This design comes from an exercise in tuning for a short achievable clock period and few clock cycles on the open sky130 flow, not from production work. The RTL was checked by simulation tests, not by an equivalence proof against the original design. Power is estimated from default activity; no workload was simulated.

<file path="flow/config.mk">
export PLATFORM = sky130hd
export DESIGN_NAME = l2_tlb_tag_lookup
export DESIGN_NICKNAME = l2_tlb_tag_lookup
export VERILOG_FILES = /design/flow/design.v
export SDC_FILE = /design/flow/constraint.sdc
export NUM_CORES = 4
export LEC_CHECK = 0
export CAP_MARGIN = 20
export CORE_MARGIN = 8
export CORE_UTILIZATION = 35
export SLEW_MARGIN = 20
</file>
<file path="flow/constraint.sdc">
create_clock -name core_clock -period 5.5 [get_ports {clk}]
set_input_delay 1.1000 -clock core_clock [delete_from_list [all_inputs] [get_ports {clk}]]
set_output_delay 1.1000 -clock core_clock [all_outputs]
set_load 0.01 [all_outputs]
</file>
<file path="flow/design.v">
`timescale 1ns/1ps
module l2_tlb_tag_lookup #(
    parameter  int SETS  = 16,
    parameter  int VPN_W = 31,
    localparam int IW    = $clog2(SETS)
) (
    input  logic             clk,
    input  logic             reset_n,
    input  logic             req_valid,
    output logic             req_ready,
    input  logic [VPN_W-1:0] req_vpn,
    input  logic             req_passthrough,
    input  logic             flush,
    output logic             resp_valid,
    output logic [4:0]       resp_hitsVec,
    output logic             resp_miss,
    output logic [IW-1:0]    resp_idx,
    output logic [3:0]       resp_valid_way,
    output logic             ptw_req_valid,
    input  logic             ptw_req_ready,
    output logic [VPN_W-1:0] ptw_req_vpn,
    input  logic             ptw_resp_valid,
    input  logic             ptw_resp_error,
    output logic             refill_valid,
    output logic [1:0]       refill_way,
    output logic [IW-1:0]    refill_idx
);
    localparam int TW = VPN_W - IW;
    logic [3:0]       valid_q [SETS];
    logic [TW-1:0]    tag_q   [4][SETS];
    logic [1:0]       rr_q;
    logic             ready_q;    
    logic             preq_q;     
    logic             wait_q;     
    logic             ok_q;       
    logic             armw_q;     
    logic             allv_q;     
    logic [3:0]       wen_q   [SETS];   
    logic [IW-1:0]    req_idx;
    logic [TW-1:0]    req_tag, cap_tag;
    logic [SETS-1:0]  dec;
    logic [3:0]       hitw;
    logic [4:0]       lookup_hits;
    logic [3:0]       set_valid;
    logic [1:0]       victim_way;
    logic             accept, miss, hs;
    assign req_idx = req_vpn[IW-1:0];
    assign req_tag = req_vpn[VPN_W-1:IW];
    assign cap_tag = ptw_req_vpn[VPN_W-1:IW];
    always_comb begin
        for (int s = 0; s < SETS; s++) dec[s] = (req_idx == IW'(s));
        for (int w = 0; w < 4; w++) begin
            hitw[w] = 1'b0;
            for (int s = 0; s < SETS; s++)
                hitw[w] = hitw[w] | (dec[s] & valid_q[s][w] & (tag_q[w][s] == req_tag));
        end
        set_valid = '0;
        for (int s = 0; s < SETS; s++)
            set_valid = set_valid | (valid_q[s] & {4{dec[s]}});
        lookup_hits = req_passthrough ? 5'b10000 : {1'b0, hitw};
        miss = !req_passthrough && (hitw == 4'd0);
    end
    always_comb begin
        victim_way = rr_q;
        for (int w = 3; w >= 0; w--) begin
            if (!set_valid[w]) victim_way = 2'(w);
        end
    end
    assign req_ready     = ready_q && !flush;
    assign accept        = req_valid && req_ready;
    assign ptw_req_valid = preq_q;
    assign hs            = preq_q && ptw_req_ready;
    assign refill_valid  = armw_q && ptw_resp_valid && !ptw_resp_error && !flush;
    assign refill_idx    = resp_idx;
    always_ff @(posedge clk or negedge reset_n) begin
        if (!reset_n) begin
            ready_q        <= 1'b1;
            preq_q         <= 1'b0;
            wait_q         <= 1'b0;
            ok_q           <= 1'b0;
            armw_q         <= 1'b0;
            allv_q         <= 1'b0;
            rr_q           <= 2'd0;
            resp_valid     <= 1'b0;
            resp_miss      <= 1'b0;
            resp_hitsVec   <= '0;
            resp_idx       <= '0;
            resp_valid_way <= '0;
            ptw_req_vpn    <= '0;
            refill_way     <= '0;
            for (int s = 0; s < SETS; s++) wen_q[s] <= '0;
        end else begin
            resp_valid <= accept;
            resp_miss  <= accept && miss;
            if (accept) begin
                resp_hitsVec   <= lookup_hits;
                resp_idx       <= req_idx;
                resp_valid_way <= set_valid;
                ptw_req_vpn    <= req_vpn;
                refill_way     <= victim_way;
                allv_q         <= &set_valid;
                for (int s = 0; s < SETS; s++)
                    for (int w = 0; w < 4; w++)
                        wen_q[s][w] <= dec[s] && (victim_way == 2'(w));
            end
            if (accept && miss)                       ready_q <= 1'b0;
            else if (wait_q && ptw_resp_valid)        ready_q <= 1'b1;
            if (accept && miss)                       preq_q <= 1'b1;
            else if (hs)                              preq_q <= 1'b0;
            if (accept && miss)                       ok_q <= 1'b1;
            else if (flush)                           ok_q <= 1'b0;
            if (hs)                                   wait_q <= 1'b1;
            else if (ptw_resp_valid)                  wait_q <= 1'b0;
            if (hs)                                   armw_q <= ok_q && !flush;
            else if (flush || ptw_resp_valid)         armw_q <= 1'b0;
            if (refill_valid && allv_q)               rr_q <= rr_q + 2'd1;
        end
    end
    always_ff @(posedge clk or negedge reset_n) begin
        if (!reset_n) begin
            for (int s = 0; s < SETS; s++) valid_q[s] <= '0;
        end else begin
            for (int s = 0; s < SETS; s++)
                for (int w = 0; w < 4; w++)
                    valid_q[s][w] <= !flush && (valid_q[s][w] || (refill_valid && wen_q[s][w]));
        end
    end
    always_ff @(posedge clk) begin
        for (int s = 0; s < SETS; s++)
            for (int w = 0; w < 4; w++)
                if (refill_valid && wen_q[s][w]) tag_q[w][s] <= cap_tag;
    end
endmodule
</file>
<file path="flow/run.sh">
#!/bin/bash
# synth_recipe.tcl (not shown) runs the flow's synth.tcl, then flattens the netlist and writes it again
# the make line also repeats each setting of config.mk as NAME=value (left out here)
make -C /OpenROAD-flow-scripts/flow DESIGN_CONFIG=/design/flow/config.mk WORK_HOME=/design/flow/orfs CLKGATE_MAP_FILE= SYNTH_SCRIPT=/design/flow/synth_recipe.tcl finish
</file>
==> results of run 1 <==
worst reg2reg max path: cells and delay by family (launching register included):
family           cells  cell delay, ps
AND/OR/NAND/NOR      6            2100
XOR/XNOR             1             160
AO/OA/AOI/OAI        1             570
flip-flops           1             390
flip-flops by register name (all words and copies together), names as in the netlist, 2 cells and up:
signal	count
tag_q	1728
resp_hitsVec	5
rr_q	2
wen_q	64
resp_idx	3
valid_q	64
ptw_req_vpn	28
refill_way	2
resp_valid_way	4
routing by layer:
metal / part of all wire, % / routed length (µm)
met1: 40 / 107000
met2: 48 / 128000
met3: 8.4 / 22400
met4: 3.2 / 8500
met5: 0 / 0
path summary, 6_finish.rpt:
kind,from,to,slack [ps],cells past startpoint
worst max-delay path,req_vpn[0],ready_q,1350,10
worst min-delay path,reset_n,resp_valid,230,1
worst max register to register,tag_q[56][21],ready_q,2210,8
worst min register to register,wen_q[1][0],wen_q[1][0],480,2
max in group asynchronous,reset_n,valid_q[6][0],4020,2
min in group core_clock,wen_q[1][0],wen_q[1][0],480,2
placed cells by master (no fill, tap or decap), types with 138 or more instances in the layout:
| cell | n |
|---|---|
| sky130_fd_sc_hd__dfrtp_1 | 152 |
| sky130_fd_sc_hd__clkbuf_16 | 194 |
| sky130_fd_sc_hd__nor4_1 | 157 |
| sky130_fd_sc_hd__nand2_1 | 237 |
| sky130_fd_sc_hd__xnor2_1 | 1529 |
| sky130_fd_sc_hd__xor2_1 | 201 |
| sky130_fd_sc_hd__buf_4 | 259 |
| sky130_fd_sc_hd__nor2_1 | 138 |
| sky130_fd_sc_hd__edfxtp_1 | 1728 |
| sky130_fd_sc_hd__nand4_1 | 373 |
power breakdown:
part / internal [µW] / switching (µW) / leakage (µW)
sequential: 17900 / 1620 / 0.0181
clock: 7150 / 5720 / 0.00299
combinational: 1020 / 4140 / 0.00757
metrics by stage:
| step | cell area [µm²] | std cells | utilization, % | power, µW | hold WS (ps) |
|---|---|---|---|---|---|
| 2_1_floorplan | 79600 | 5097 | - | 20400 | 442 |
| 4_1_cts | 91900 | 8602 | 40.6 | 37600 | 241 |
| 5_1_grt | 92000 | 8604 | 40.6 | 38200 | 289 |
| 3_5_place_dp | 85800 | 8242 | 37.9 | 24900 | 462 |
| 6_report | 92000 | 8607 | 40.6 | 37600 | 230 |
| 3_3_place_gp | 85800 | 8241 | 37.9 | 24900 | 454 |
final cells by class:
cell class	instances	area, µm²
tap	3009	3760
multi-input combinational	2935	22000
clock buffer	261	5250
inverter	5	18.8
clock inverter	99	865
timing repair buffer	385	3570
sequential	1908	56500
fill	20500	135000
antenna	5	12.5
cells by family (layout without fill, tap and decap cells):
group | count (synthesis) | count (layout) | synth area share (%)
flip-flops | 1908 | 1908 | 70.9
XOR/XNOR | 1730 | 1730 | 19.0
AND/OR/NAND/NOR | 1081 | 1081 | 7.46
buffers and inverters | 254 | 750 | 1.60
AO/OA/AOI/OAI | 120 | 120 | 0.986
multiplexers | 4 | 4 | 0.0519
other | 0 | 5 | 0
==> notes.md, run 1 <==
- The initial DRC count is 6338.
- The floorplan die area is 243000 µm².
- The part of the Yosys area used for sequential elements is 70.9%.
- The met2 track demand over resource in global routing is 35.4%.
- At the later pin of the worst-skew pair, clock insertion delay measures 840 ps.
- The power per cell area is 409 nW/µm².
- The post-synthesis cell area is 79600 µm².
- The post-route fraction of the period consumed by the critical path is 75.4%.
- At the placement stage, the worst setup path has a slack of 559 ps.
- The overall via count from detail_route is 46.5k.
- The warning count from the yosys run is 4.
- Entering global routing, the biggest net connects 120 pins.
- Yosys attributes the largest share of cell area to sky130_fd_sc_hd__edfxtp_1 (65%), sky130_fd_sc_hd__xnor2_1 (17%), sky130_fd_sc_hd__dfrtp_1 (5.6%).
- For the pin with the worst max-slew slack, the measured transition is 1090 ps.
- The number of antenna violations at the first check in global routing was 21.
- The final layout net count is 5467.
- The clock arrives with 25.2 ps of skew.
- The routability congestion estimate from global placement is 0.865.
- The final-report max-slew violation count is 0.
- The signal on the critical path passes through clkdlybuf4s50_1 -> buf_4 -> and4_1 -> nand2_1 -> nor4_1 -> a22oi_1 -> nand4_1 -> nor4_2 -> nand4_1 -> and2_1.
- For this run, global-route usage on met1 was measured as 29.1%.
- The clock buffer count from CTS is 193.
- The count of nets left with antenna violations once routing finished came out at 0.
- The prevailing post-synth register cell is sky130_fd_sc_hd__edfxtp_1.
- The master of the slowest instance on the critical path is sky130_fd_sc_hd__nor4_2.
- The most frequent cell after synthesis is sky130_fd_sc_hd__edfxtp_1.
- The top cell type by area accounts for 65.2% of the synthesized area.
- The count of buffers added on input and output ports is 93.
- From synthesis to final layout, the design area changed by 15.6%.
- Yosys mapped a number of flops with a built-in enable equal to 1728.
- On the critical path the largest part of the delay comes from simple AND/OR/NAND/NOR gates.
- Post-CTS timing repair inserted 0 buffers for setup.
- The hold buffer count at cts is 0.
- The layer with the highest usage after global routing is met2.
- The maximum resistive drop on vdd is 0.606 mV.
- The global-route wire length before repair is 366 mm.
- The minimum clock period is 4150 ps.
- The average cell area after synthesis is 15.6 µm².
- The detailed-route wire length is 266 mm.
- The initial cell density of the core is 35.1%.
- The TritonCTS clock tree is yes.
- The critical path's most frequent cell is sky130_fd_sc_hd__nand4_1.
- The min-delay analysis places its worst path in the category in2async.
- The number of clock sinks is 1908.
- Cells with a size suffix above 1 make up 11.6% of the layout.
- Synthesis produced 5097 cells.
- Data on the critical path is required at its endpoint by 6270 ps.
- The share of synthesized flip-flops with an asynchronous set or reset is 9.43%.
- Ranked by instance count, the synthesized netlist is headed by sky130_fd_sc_hd__edfxtp_1 (1728), sky130_fd_sc_hd__xnor2_1 (1529), sky130_fd_sc_hd__nand4_1 (373).
- The maximum root-to-sink buffer count is 3.
- The worst setup path is of the in2reg kind.
- sky130_fd_sc_hd__edfxtp_1 takes more of the synthesized area than any other cell.
- The H-tree was split into 4 levels.
- Dividing the detail-routed via count by the number of cells gives 5.40.
- The clock-pin transition on the worst setup and hold timing paths is 60 ps.
- The via count of the first global-routing pass was 44.9k.
- Of all nets on the critical path, the largest fanout is 16.
- Setup violations remaining at the end of the flow were counted as 0.
- The run finished with no timing, DRC or antenna violations.
- The total DRC errors in the routed layout is 0.
- The number of nets produced by synthesis is 5136.
- In the final timing run, aggregate negative setup slack is 0 ps.
- In this run the standard cell core region covers 227000 µm².
- The die is 493 µm wide.
- The number of distinct library cell variants in the gate-level netlist after synthesis is 52.
- The worst setup path is launched from an input port.
- The met3 layer usage reported by global route is 2.95%.
- In the final routed layout, each cell accounts on average for 31.0 µm.
- After global routing the overflow that remains totals 0.
- The analysis attributes to cell leakage a power of 0.0287 µW.
- The total of max-cap violations is 0.
- The worst slew margin relative to its limit is 26.5%.
- Setup repair after global routing left no endpoint under its margin.
- In this run the core area contains 175 standard-cell rows.
- The first-pass iteration count of the detailed router is 6.
- The die is 493 µm tall.
- The I/O pin count is 94.
- Global routing used 21.3% of the available tracks across all layers.
- For this run, the slowest stage of the critical path takes 770 ps.
- In this run, synthesis produced a sequential element count of 1908.
- The element type at the critical path end is a flop.
- In this run the clock root is driven by a sky130_fd_sc_hd__clkbuf_16.
- In the post-route analysis, the smallest setup slack over all paths is 1350 ps.
- The total buffers and inverters traversed by the critical path is 2.
- Detailed placement finished with a half-perimeter wire length of 153 mm.
- The number of cells upsized or downsized after cts is 0.
- Based on the critical path, the design can be clocked at up to 0.241 GHz.
- The data arrival time at the worst-slack endpoint is 4910 ps.
- The final-report hold violation count is 0.
Testbench counts, summed over its fixed seeds: cycles 58,847.
==> run 2: changes to the inputs <==
--- a/flow/config.mk
+++ b/flow/config.mk
@@ -5,7 +5,10 @@
 export SDC_FILE = /design/flow/constraint.sdc
 export NUM_CORES = 4
 export LEC_CHECK = 0
+export ABC_CLOCK_PERIOD_IN_PS = 2500
 export CAP_MARGIN = 20
 export CORE_MARGIN = 8
 export CORE_UTILIZATION = 35
+export SETUP_SLACK_MARGIN = 3.0
 export SLEW_MARGIN = 20
+export TNS_END_PERCENT = 100
==> run 2 against run 1 <==
  * Global-route usage grew 3.0 points
  * Sequential cell count did not move
  * Combinational power increased by 57%
  * Worst hold slack got worse by 53 ps
==> notes.md, run 2 <==
- The flow ran to the end and the layout has no timing, DRC or antenna violations.
- The maximum resistive drop on vdd is 0.670 mV.
- The overall via count from detail_route is 49.2k.
- The nature of the critical path startpoint is an input port.
- For the pin with the worst max-slew slack, the measured transition is 1170 ps.
- The chip width is 493 µm.
- The element type at the critical path end is a flop.
- The clock buffer count from CTS is 188.
- After detailed routing, the wire length on met1 is 113 mm.
- The biggest fanout along the worst timing path is 7.
- In the global route stage, overall resource usage came out at 24.3%.
- The via count of the first global-routing pass is 46.6k.
- The maximum operating frequency is 0.350 GHz.
- The final critical path takes up 51.9% of the cycle.
- The cell taking the most area after synthesis is sky130_fd_sc_hd__edfxtp_1.
- The first global-routing pass estimated 408 mm of wire.
- Max-cap violations in this run came to 0.
- The minimum clock period is 2860 ps.
- The part of the Yosys area used for sequential elements is 70.9%.
- For this run, the leading register cell type out of synthesis is sky130_fd_sc_hd__edfxtp_1.
- In the final layout, flip-flops and latches occupy 56500 µm².
- Ranked by total cell area, the synthesized netlist is headed by sky130_fd_sc_hd__edfxtp_1 (65%), sky130_fd_sc_hd__xnor2_1 (17%), sky130_fd_sc_hd__dfrtp_1 (5.6%).
- After routing, the total negative slack on setup checks comes to 0 ps.
- Wire segments on met3 add up to 29.0 mm in the final route.
- Ranked by flip-flop count, first place goes to tag_q.
- Data on the critical path is required at its endpoint by 6280 ps.
- For this run, asynchronously set or reset flops after synthesis account for 9.43%.
- The worst slew margin relative to its limit is 22.1%.
- Signal routing reaches up to met5.
- Once detail routing completed, the nets flagged for antenna violations numbered 0.
- The area used by multi-input combinational logic is 23500 µm².
- Counting every net in the synthesized netlist gives 5136.
- The final-report max-slew violation count is 0.
- The number of antenna violations at the first check in global routing is 19.
- The detailed router finished its first iteration with 6663 violations.
- Setup repair after global routing could not meet its margin everywhere.
- Among all stages on the critical path, the largest delay is contributed by sky130_fd_sc_hd__nor4_4.
- The most frequent standard cell in the layout excluding fill and tap cells is sky130_fd_sc_hd__edfxtp_1.
- The H-tree depth is 4.
- Leaving out fill and tap cells, the most frequent cells in the layout are sky130_fd_sc_hd__edfxtp_1 (1728), sky130_fd_sc_hd__xnor2_1 (1522), sky130_fd_sc_hd__nand4_1 (373).
- Counting the fill cells in the layout gives 20.0k.
- After synthesis the cells add up to 79600 µm².
- Detailed placement ended at an HPWL of 150 mm.
- The number of enable-type register cells in the synthesized netlist is 1728.
- Across the routed clock network, the largest skew measured is 45.0 ps.
- Measured along the y axis, the die boundary spans 493 µm.
- Data arrives at the worst endpoint at 3640 ps.
- The initial cell density of the core is 35.1%.
- The number of standard cells after synthesis is 5097.
- The routed wire length per instance is 35.2 µm.
- Synthesis inferred 1908 register bits.
- The sum of met2 wire segment lengths after detailed routing is 144 mm.
- TritonCTS built the clock tree.
- Summed over its instances, the top area cell type makes up 65.2% of the synthesized netlist area.
- The largest net degree at the start of global routing is 90.
- The register with the most flip-flops in the layout has 1728 of them.
- The cell at the root of the clock tree is sky130_fd_sc_hd__clkbuf_16.
- Counting instances in the post-synthesis netlist gives the leading cell types as sky130_fd_sc_hd__edfxtp_1 (1728), sky130_fd_sc_hd__xnor2_1 (1529), sky130_fd_sc_hd__nand4_1 (373).
- The count of buffers added on input and output ports is 93.
- The pre-antenna-repair detailed-routing pass consisted of 5 iterations.
- The analysis attributes to cell leakage a power of 0.0313 µW.
- The final layout net count is 5622.
- At the end of routability-driven placement, the weighted congestion stood at 0.871.
- At the end of the flow the core is filled with cells to 42.9%.
- Yosys mapped the design onto 52 distinct sky130hd cell types.
- In this run the deepest clock path goes through 3 buffers.
- Global routing finished with a remaining overflow of 0.
- For this run, the number of Yosys warnings is 4.
- The min-delay analysis places its worst path in the category in2async.
- In this run the power density over the cells is 400 nW/µm².
- A synthesized cell averages 15.6 µm².
- The die covers 243000 µm².
- The final-report hold violation count is 0.
- Clock tree synthesis found a total of 1908 sinks.
- The I/O pin count is 94.
- The number of setup violations in the final report is 0.
- The number of cells on the worst reg-to-reg path is 12.
- The later pin in the worst-skew pair is clocked with a latency of 860 ps.
- The largest registers in the layout are tag_q: 1728 flops, valid_q: 64 flops, wen_q: 64 flops.
- The critical path's largest stage delay is 300 ps.
- For this block, the routed nets add up to 308 mm of wire.
- The placeable core area is 227000 µm².
- The detailed-route vias per instance is 5.63.
- The total DRC errors in the routed layout is 0.
- The area added between synthesis and finish is 22.1%.
- The most frequent cell after synthesis is sky130_fd_sc_hd__edfxtp_1.
- Clock-pin slew was measured on the worst setup and hold paths at 60 ps.
- The critical path is of the in2reg type.
- The row count is 175.
- The signal on the critical path passes through buf_12 -> buf_12 -> buf_12 -> nor4b_4 -> buf_4 -> nand4_1 -> nor4_4 -> a22oi_2 -> nand4_1 -> buf_6 -> nor4_4 -> buf_4 -> nand4_1 -> buf_6 -> and2_1.
- The layout cell share with drive strength beyond 1 is 19.6%.
run 2: stage by stage:
step	hold slack [ps]	total power (µW)	instance area, µm²	cells	setup slack (ps)
3_3_place_gp	465	25000	85200	8128	520
6_report	177	38900	97200	8746	2640
5_1_grt	184	39300	97200	8743	2670
3_5_place_dp	468	25000	85200	8129	557
2_1_floorplan	442	20500	80700	5097	2550
4_1_cts	162	38600	95600	8650	2650
run 2: repair_timing:
| action | 4_1_cts | 5_1_grt |
|---|---|---|
| pin swaps | 68 | 74 |
| setup buffers | 138 | 86 |
| cloned | 43 | 6 |
| hold endpoints to repair | 0 | 0 |
| hold buffers | 0 | 0 |
| setup endpoints to repair | 1033 | 145 |
| resized for setup | 643 | 154 |
run 2: report_power, final:
group          internal, µW  switching, µW
logic                  1680           6400
clock network          6950           5590
registers             17900            291
total                 26600          12300
run 2: layer usage:
metal	up-vias	track usage [%]
met3	728	4.51
met5	-	0
met2	2996	39.9
li1	19500	-
met1	26000	30.5
met4	8	13.3
run 2: logic make-up (layout without fill, tap and decap cells):
group / count (synthesis) / in the layout / share of synthesized area, %
XOR/XNOR: 1730 / 1730 / 19.0
multiplexers: 4 / 4 / 0.0519
buffers and inverters: 254 / 888 / 1.60
flip-flops: 1908 / 1908 / 70.9
AO/OA/AOI/OAI: 120 / 120 / 0.986
other: 0 / 4 / 0
AND/OR/NAND/NOR: 1081 / 1083 / 7.46
run 2: critical path: cells and delay by family:
| family | cells | cell delay [ps] |
|---|---|---|
| buffers and inverters | 7 | 1030 |
| AO/OA/AOI/OAI | 1 | 200 |
| AND/OR/NAND/NOR | 7 | 1270 |
run 2: final timing paths:
check | slack [ps] | from | to
min in group core_clock | 420 | flush | armw_q
max in group asynchronous | 4100 | reset_n | ptw_req_vpn[12]
min reg2reg | 480 | wen_q[10][3] | wen_q[10][3]
max reg2reg | 2930 | tag_q[35][2] | ready_q
max | 2640 | req_vpn[3] | ready_q
min | 180 | reset_n | armw_q
run 2: area by class of cell:
type	instances	share of cell area [%]
Sequential cell	1908	58.2
Multi-Input combinational cell	2937	24.2
Timing Repair Buffer	543	7.70
Clock buffer	269	5.45
Tap cell	3009	3.87
Clock inverter	71	0.556
Inverter	5	0.0219
Antenna cell	4	0.0103

-- what the ideal ports hide --
In the flow no input, the clock included, has a driving cell. The finished layouts below were timed again as built, in two steps.
Step 1 (the two cells are an assumption about what drives the block):
set clk [get_ports {clk}]
set_driving_cell -lib_cell sky130_fd_sc_hd__clkbuf_16 $clk
set_driving_cell -lib_cell sky130_fd_sc_hd__buf_2 [delete_from_list [all_inputs] $clk]
Step 2, shift: input delay + t, output delay - t, t = (earliest + latest rising clock arrival at the registers) / 2. This alone moves slack from input paths to output paths.
Three values: ideal ports, drivers, drivers and shift; two values: the first two.
run	shift t [ns]	slack for setup (ns)	worst setup path at the end	slew at the worst register clock pin (ns)
run 1	0.918	1.351 / 1.261 / 0.343	input to register	0.07 / 0.07
run 2	0.927	2.645 / 2.457 / 1.529	input to register	0.07 / 0.07
After both steps setup and hold are still met in every run listed. For run 2, which loses most, drivers alone change the setup slack by -0.188 ns; drivers and shift together by -1.116 ns.
